Context: an optimization exercise on an open-source flow, tuned for small area, a short achievable clock period and few clock cycles per item. The choices shown serve that exercise and are no tape-out recipe. In this exercise RTL edits were held to simulation tests only and were not proved equivalent to the original.

==> inputs of run M <==
==> flow/design.v <==
`default_nettype none
package piccolo_pkg;
  function automatic logic [3:0] sbox(input logic [3:0] x);
    logic t0, t1, t2, t3;
    t0 = x[0] ^ ~(x[2] | x[3]);
    t3 = x[3] ^ ~(x[1] | x[2]);
    t2 = x[2] ^ ~(t0 | x[1]);
    t1 = x[1] ^ ~(t0 | t3);
    sbox = {t0, t3, ~t2, t1};
  endfunction
  function automatic logic [3:0] mul2(input logic [3:0] a);
    mul2 = {a[2:0], 1'b0} ^ (a[3] ? 4'h3 : 4'h0);
  endfunction
  function automatic logic [3:0] mul3(input logic [3:0] a);
    mul3 = mul2(a) ^ a;
  endfunction
  function automatic logic [15:0] mix_m(input logic [15:0] a);
    logic [3:0] a0, a1, a2, a3;
    a0 = a[15:12]; a1 = a[11:8]; a2 = a[7:4]; a3 = a[3:0];
    mix_m = {mul2(a0) ^ mul3(a1) ^ a2       ^ a3,
            a0       ^ mul2(a1) ^ mul3(a2) ^ a3,
            a0       ^ a1       ^ mul2(a2) ^ mul3(a3),
            mul3(a0) ^ a1       ^ a2       ^ mul2(a3)};
  endfunction
  function automatic logic [15:0] f_func(input logic [15:0] v);
    logic [15:0] a, m;
    a = {sbox(v[15:12]), sbox(v[11:8]), sbox(v[7:4]), sbox(v[3:0])};
    m = mix_m(a);
    f_func = {sbox(m[15:12]), sbox(m[11:8]), sbox(m[7:4]), sbox(m[3:0])};
  endfunction
  function automatic logic [31:0] con128(input logic [4:0] c);
    con128 = {c, 5'd0, c, 2'b00, c, 5'd0, c} ^ 32'h6547a98b;
  endfunction
  localparam logic [31:0] KS_E1 = 32'h53ac53ac;
  localparam logic [31:0] KS_E0 = 32'hc53ac53a;
  localparam logic [31:0] KS_O1 = 32'hac6ac6ac;
  localparam logic [31:0] KS_O0 = 32'h6ac6ac6a;
  function automatic logic [3:0] ksel(input logic [4:0] c);
    ksel = {KS_E1[c], KS_E0[c], KS_O1[c], KS_O0[c]};
  endfunction
  function automatic logic [63:0] rp_inv(input logic [63:0] v);
    rp_inv = {v[15:8], v[39:32], v[63:56], v[23:16], v[47:40], v[7:0], v[31:24], v[55:48]};
  endfunction
  function automatic logic [63:0] rp(input logic [63:0] v);
    rp = {v[47:40], v[7:0], v[31:24], v[55:48], v[15:8], v[39:32], v[63:56], v[23:16]};
  endfunction
endpackage
`default_nettype wire
`default_nettype none
module piccolo_round
(
  input  logic [63:0] x,
  input  logic [15:0] rk0,
  input  logic [15:0] rk1,
  output logic [63:0] y
);
  assign y = {x[63:48], x[47:32] ^ piccolo_pkg::f_func(x[63:48]) ^ rk0,
              x[31:16], x[15:0]  ^ piccolo_pkg::f_func(x[31:16]) ^ rk1};
endmodule
`default_nettype wire
`default_nettype none
module piccolo128_dec
(
  input  logic         clk,
  input  logic         reset,
  input  logic         start,
  input  logic [127:0] keyin,
  input  logic [63:0]  ciphertext,
  output logic         busy,
  output logic         done,
  output logic [63:0]  plaintext
);
  logic [127:0] r_key;
  logic [63:0]  r_s;
  logic [4:0]   r_c;           
  logic [15:0]  w_kin [8];
  logic [15:0]  w_k   [8];
  logic [3:0]   w_ksel;
  logic [31:0]  w_con;
  logic [15:0]  w_rk0, w_rk1;
  logic [63:0]  w_rnd, w_wk;
  always_comb begin
    for (int j = 0; j < 8; j++) begin
      w_kin[j] = keyin[127-16*j -: 16];
      w_k[j]   = r_key[127-16*j -: 16];
    end
  end
  assign w_ksel = piccolo_pkg::ksel(r_c);
  assign w_con  = piccolo_pkg::con128(r_c);
  assign w_rk0  = w_k[{w_ksel[3:2], 1'b0}] ^ w_con[31:16];
  assign w_rk1  = w_k[{w_ksel[1:0], 1'b1}] ^ w_con[15:0];
  piccolo_round u_round (
    .x   (r_s),
    .rk0 (w_rk0),
    .rk1 (w_rk1),
    .y   (w_rnd)
  );
  assign w_wk = (r_c == 5'd1) ?
                {w_k[0][15:8], w_k[1][7:0], 16'h0, w_k[1][15:8], w_k[0][7:0], 16'h0} : 64'h0;
  assign plaintext = piccolo_pkg::rp(r_s);
  always_ff @(posedge clk) begin
    if (!busy) begin
      r_key <= keyin;
      r_s   <= ciphertext ^ {w_kin[4][15:8], w_kin[7][7:0], 16'h0,
                             w_kin[7][15:8], w_kin[4][7:0], 16'h0};
      r_c   <= 5'd31;
    end else begin
      r_s   <= piccolo_pkg::rp_inv(w_rnd ^ w_wk);
      r_c   <= r_c - 5'd1;
    end
  end
  always_ff @(posedge clk) begin
    if (reset) begin
      busy <= 1'b0;
      done <= 1'b0;
    end else begin
      done <= busy && (r_c == 5'd1);
      if (!busy) busy <= start && !done;
      else if (r_c == 5'd1) busy <= 1'b0;
    end
  end
endmodule
`default_nettype wire
==> flow/flow/run.sh <==
#!/bin/bash
# Standard ORFS layout, except that the port buffers are the smallest
# buffer cell instead of the delay buffer buffer_ports picks on its own.
set -euo pipefail
export BUFFER_PORTS_ARGS="-buffer_cell sky130_fd_sc_hd__buf_1"
bash standard.sh > standard_flow.log 2>&1
==> flow/standard.sh <==
#!/bin/bash
# synth_recipe.tcl (not shown) runs the flow's synth.tcl, then flattens the netlist and writes it again
# the make line also repeats each setting of config.mk as NAME=value (left out here)
make -C /OpenROAD-flow-scripts/flow DESIGN_CONFIG=/design/flow/config.mk WORK_HOME=/design/flow/orfs CLKGATE_MAP_FILE= SYNTH_SCRIPT=/design/flow/synth_recipe.tcl "${@:-finish}"
==> flow/config.mk <==
export PLATFORM = sky130hd
export DESIGN_NAME = piccolo128_dec
export DESIGN_NICKNAME = piccolo128_dec
export VERILOG_FILES = /design/flow/design.v
export SDC_FILE = /design/flow/constraint.sdc
export NUM_CORES = 4
export LEC_CHECK = 0
export CAP_MARGIN = 20
export CORE_MARGIN = 2
export CORE_UTILIZATION = 40
export SETUP_SLACK_MARGIN = 4.0
export SLEW_MARGIN = 20
==> flow/constraint.sdc <==
create_clock -name core_clock -period 6.0 [get_ports {clk}]
set_input_delay 1.2000 -clock core_clock [delete_from_list [all_inputs] [get_ports {clk}]]
set_output_delay 1.2000 -clock core_clock [all_outputs]
set_load 0.01 [all_outputs]
==> run Y: changes against run M <==
SETUP_SLACK_MARGIN = 2.5   (was 4.0)
==> run G: changes against run M <==
SETUP_SLACK_MARGIN = 3.0   (was 4.0)
==> notes.md <==
| item | run Y | run G | run M |
|---|---|---|---|
| Placement-stage worst setup slack | 2.198 ns | 2.263 ns | 2.541 ns |
| Result of the run | no timing/DRC/antenna violations | no timing/DRC/antenna violations | no timing/DRC/antenna violations |
| Final min period | 3.384 ns | 2.916 ns | 2.867 ns |
| Area growth from synthesis to layout | 18.00% | 25.67% | 54.35% |
| Critical path buffers and inverters | 0 | 0 | 1 |
| Critical path arrival | 3.69 ns | 3.21 ns | 3.18 ns |
| Layout clock buffer count | 18 | 19 | 18 |
| Post-Layout Inst Area | 13,210 um^2 | 14,060 um^2 | 17,280 um^2 |
| Worst Path Required | 6.30 ns | 6.29 ns | 6.31 ns |
| Filler cell count | 2,693 | 2,547 | 2,232 |
Testbench counts of run M, summed over its fixed seeds: cycles 8,440, blocks 256.
Testbench counts of run Y, summed over its fixed seeds: cycles 8,440, blocks 256.
Testbench counts of run G, summed over its fixed seeds: cycles 8,440, blocks 256.

-- separate check: timing with driven ports --
The flow's constraints put no driver on any port. The routed layouts listed below were extracted and timed again, unchanged, in two steps. Step 1 sets driving cells, clkbuf_16 on the clock port and buf_2 on the other inputs (assumed; they add their load-dependent delay and slew). Step 2, shift: input delay + t, output delay - t, t = (earliest + latest rising clock arrival at the registers) / 2. This alone moves slack from input paths to output paths. Slacks: no drivers / after step 1 / after step 2; pairs: no drivers / after step 1.
run	shift t [ns]	slack for setup (ns)	clock arrival spread, ns	cell pins on the clock port's net
run M	0.493	3.133 / 3.133 / 3.133	0.018 / 0.018	1
run Y	0.491	2.616 / 2.616 / 2.616	0.017 / 0.018	1
run G	0.482	3.084 / 3.084 / 3.084	0.013 / 0.013	1
After both steps every run listed still meets setup and hold.
